This is an optimization exercise on Yosys and OpenROAD, whose aim is small area, a short achievable clock period and few clock cycles per item, not a production implementation. Function was checked by simulation only, so behaviour that the tests miss may differ from the original.

## riscv_muldiv_unit
module riscv_muldiv_unit #(
    parameter int XLEN = 32
) (
    input  logic            clk,
    input  logic            rst,
    input  logic            start_i,
    input  logic [2:0]      op_i,
    input  logic [XLEN-1:0] a_i,
    input  logic [XLEN-1:0] b_i,
    input  logic            kill_i,
    output logic            freeze_pipe,
    output logic            busy_o,
    output logic            done_o,
    output logic [XLEN-1:0] result_o,
    output logic            div_zero_o
);
clock: 11.0 ns
lec_check: 0
abc_area: 1
cap_margin: 10
core_margin: 2
core_utilization: 50
setup_slack_margin: 5
slew_margin: 10
run.sh (not shown) runs the stock make flow with config.mk's settings and CLKGATE_MAP_FILE= SYNTH_SCRIPT=/design/flow/synth_recipe.tcl, a recipe that flattens the netlist after the stock synthesis.
Testbench counts at the start, summed over its fixed seeds: cycles 14,527, ops 3,200.
Next try:
CAP_MARGIN = 20   (was 10)
CORE_UTILIZATION = 40   (was 50)
SLEW_MARGIN = 20   (was 10)
Effect: Synthesized cell count is unchanged. Routed wire length shrinks by 1.4%. Sequential share of layout area decreases by 0.22 points.
Next try:
==> flow/flow/run.sh (new file) <==
#!/bin/bash
set -euo pipefail
export BUFFER_PORTS_ARGS="-buffer_cell sky130_fd_sc_hd__buf_2"
bash standard.sh finish > standard.log 2>&1
==> flow/standard.sh (new file) <==
#!/bin/bash
# synth_recipe.tcl (not shown) runs the flow's synth.tcl, then flattens the netlist and writes it again
# the make line also repeats each setting of config.mk as NAME=value (left out here)
make -C /OpenROAD-flow-scripts/flow DESIGN_CONFIG=/design/flow/config.mk WORK_HOME=/design/flow/orfs CLKGATE_MAP_FILE= SYNTH_SCRIPT=/design/flow/synth_recipe.tcl "${@:-finish}"
CORE_UTILIZATION = 50   (was 40)
removed: flow/run.sh
Global-route usage rose by 9.3 points.
Synthesized cell count does not change.
Utilization rose by 10 points.
Clock skew fell by 0.0057 ns.
Setup slack gets better by 0.036 ns.
Design area fell by 3.6%.
Routed wire length fell by 2.0%.
Die area fell by about 20%.
Flip-flop and latch count does not change.
First-iteration DRC count fell by about 10%.
Synthesized area stays the same.
Next try:
==> flow/run.sh (new file) <==
#!/bin/bash
# synth_recipe.tcl (not shown) runs the flow's synth.tcl, then flattens the netlist and writes it again
# the make line also repeats each setting of config.mk as NAME=value (left out here)
make -C /OpenROAD-flow-scripts/flow DESIGN_CONFIG=/design/flow/config.mk WORK_HOME=/design/flow/orfs CLKGATE_MAP_FILE= SYNTH_SCRIPT=/design/flow/synth_recipe.tcl finish
removed: flow/flow/run.sh
removed: flow/standard.sh
Via count rises by 3.5%.
Synthesized cell count does not change.
Routed wire length rises by 3.4%.
Global-route usage rises by 0.87 points.
Final area rises by 2.3%.
Utilization rises by 1.4 points.
Worst setup slack loses 0.012 ns.

========
oak:
Another version of the RTL of riscv_muldiv_unit (not shown whole).
Size: about 4,000 cells after synthesis, about 190 flip-flops.
## riscv_muldiv_unit
module riscv_muldiv_unit #(
    parameter int XLEN = 32
) (
    input  logic            clk,
    input  logic            rst,
    input  logic            start_i,
    input  logic [2:0]      op_i,
    input  logic [XLEN-1:0] a_i,
    input  logic [XLEN-1:0] b_i,
    input  logic            kill_i,
    output logic            freeze_pipe,
    output logic            busy_o,
    output logic            done_o,
    output logic [XLEN-1:0] result_o,
    output logic            div_zero_o
);
Settings: LEC_CHECK=0, ABC_AREA=1, CAP_MARGIN=20, CORE_MARGIN=2, CORE_UTILIZATION=50, SETUP_SLACK_MARGIN=5, SLEW_MARGIN=20; clock period 11.0 ns.
Stock flow here: none of the scripts above is used.
Having completed the whole flow, oak delivered a layout that passed the timing, design-rule and antenna checks.
Testbench counts of oak, summed over its fixed seeds: cycles 14,527, ops 3,200.
#### Input delta (pine over oak)
==> flow/flow/run.sh (new file) <==
#!/bin/bash
set -euo pipefail
export BUFFER_PORTS_ARGS="-buffer_cell sky130_fd_sc_hd__buf_2"
bash standard.sh finish > standard.log 2>&1
==> flow/standard.sh (new file) <==
#!/bin/bash
# synth_recipe.tcl (not shown) runs the flow's synth.tcl, then flattens the netlist and writes it again
# the make line also repeats each setting of config.mk as NAME=value (left out here)
make -C /OpenROAD-flow-scripts/flow DESIGN_CONFIG=/design/flow/config.mk WORK_HOME=/design/flow/orfs CLKGATE_MAP_FILE= SYNTH_SCRIPT=/design/flow/synth_recipe.tcl "${@:-finish}"
removed: flow/run.sh
## What came out
The flow did not stop early for pine: all stages ran, and the layout cleared the timing, design-rule and antenna checks. Summary — worst path arrival time, pine relative to oak: higher, by 0.06 ns. Run comparison: pine end point of the critical path result_o[27]; oak end point of the critical path result_o[31]. The pre-CTS setup slack in pine sits 0.17 ns above the value recorded for oak. [pine vs oak] overall fraction of global-route tracks in use: higher in pine. Summary: design area, pine better than oak.

==> what the ideal ports hide <==
In the flow no input, the clock included, has a driving cell. The finished layouts below were timed again as built, in two steps.
Step 1 (the two cells are an assumption about what drives the block):
set clk [get_ports {clk}]
set_driving_cell -lib_cell sky130_fd_sc_hd__clkbuf_16 $clk
set_driving_cell -lib_cell sky130_fd_sc_hd__buf_2 [delete_from_list [all_inputs] $clk]
Step 2 moves the port delays by t, midway between the first and last clock arrival at a register: inputs arrive t later, outputs are due t later. That takes back most of the time a late clock gives input paths.
a / b / c = ideal ports / drivers / drivers and shift; a / b = the first two.
| run | t, ns | setup WS [ns] | clock arrival spread, ns | worst slew at a driven data input, ns | pins driven straight from the clock port |
|---|---|---|---|---|---|
| the first run of note 1 | 0.571 | 4.987 / 4.923 / 4.528 | 0.023 / 0.023 | 0.06 | 1 |
| the second run of note 1 | 0.581 | 4.963 / 4.898 / 4.660 | 0.028 / 0.028 | 0.05 | 1 |
| the third run of note 1 | 0.565 | 4.998 / 4.988 / 4.802 | 0.022 / 0.022 | 0.04 | 1 |
| the fourth run of note 1 | 0.571 | 4.987 / 4.923 / 4.528 | 0.023 / 0.023 | 0.06 | 1 |
| oak | 0.586 | 4.983 / 4.918 / 4.564 | 0.018 / 0.018 | 0.06 | 1 |
| pine | 0.597 | 4.921 / 4.853 / 4.556 | 0.021 / 0.020 | 0.07 | 1 |
After both steps setup and hold are still met in every run listed.
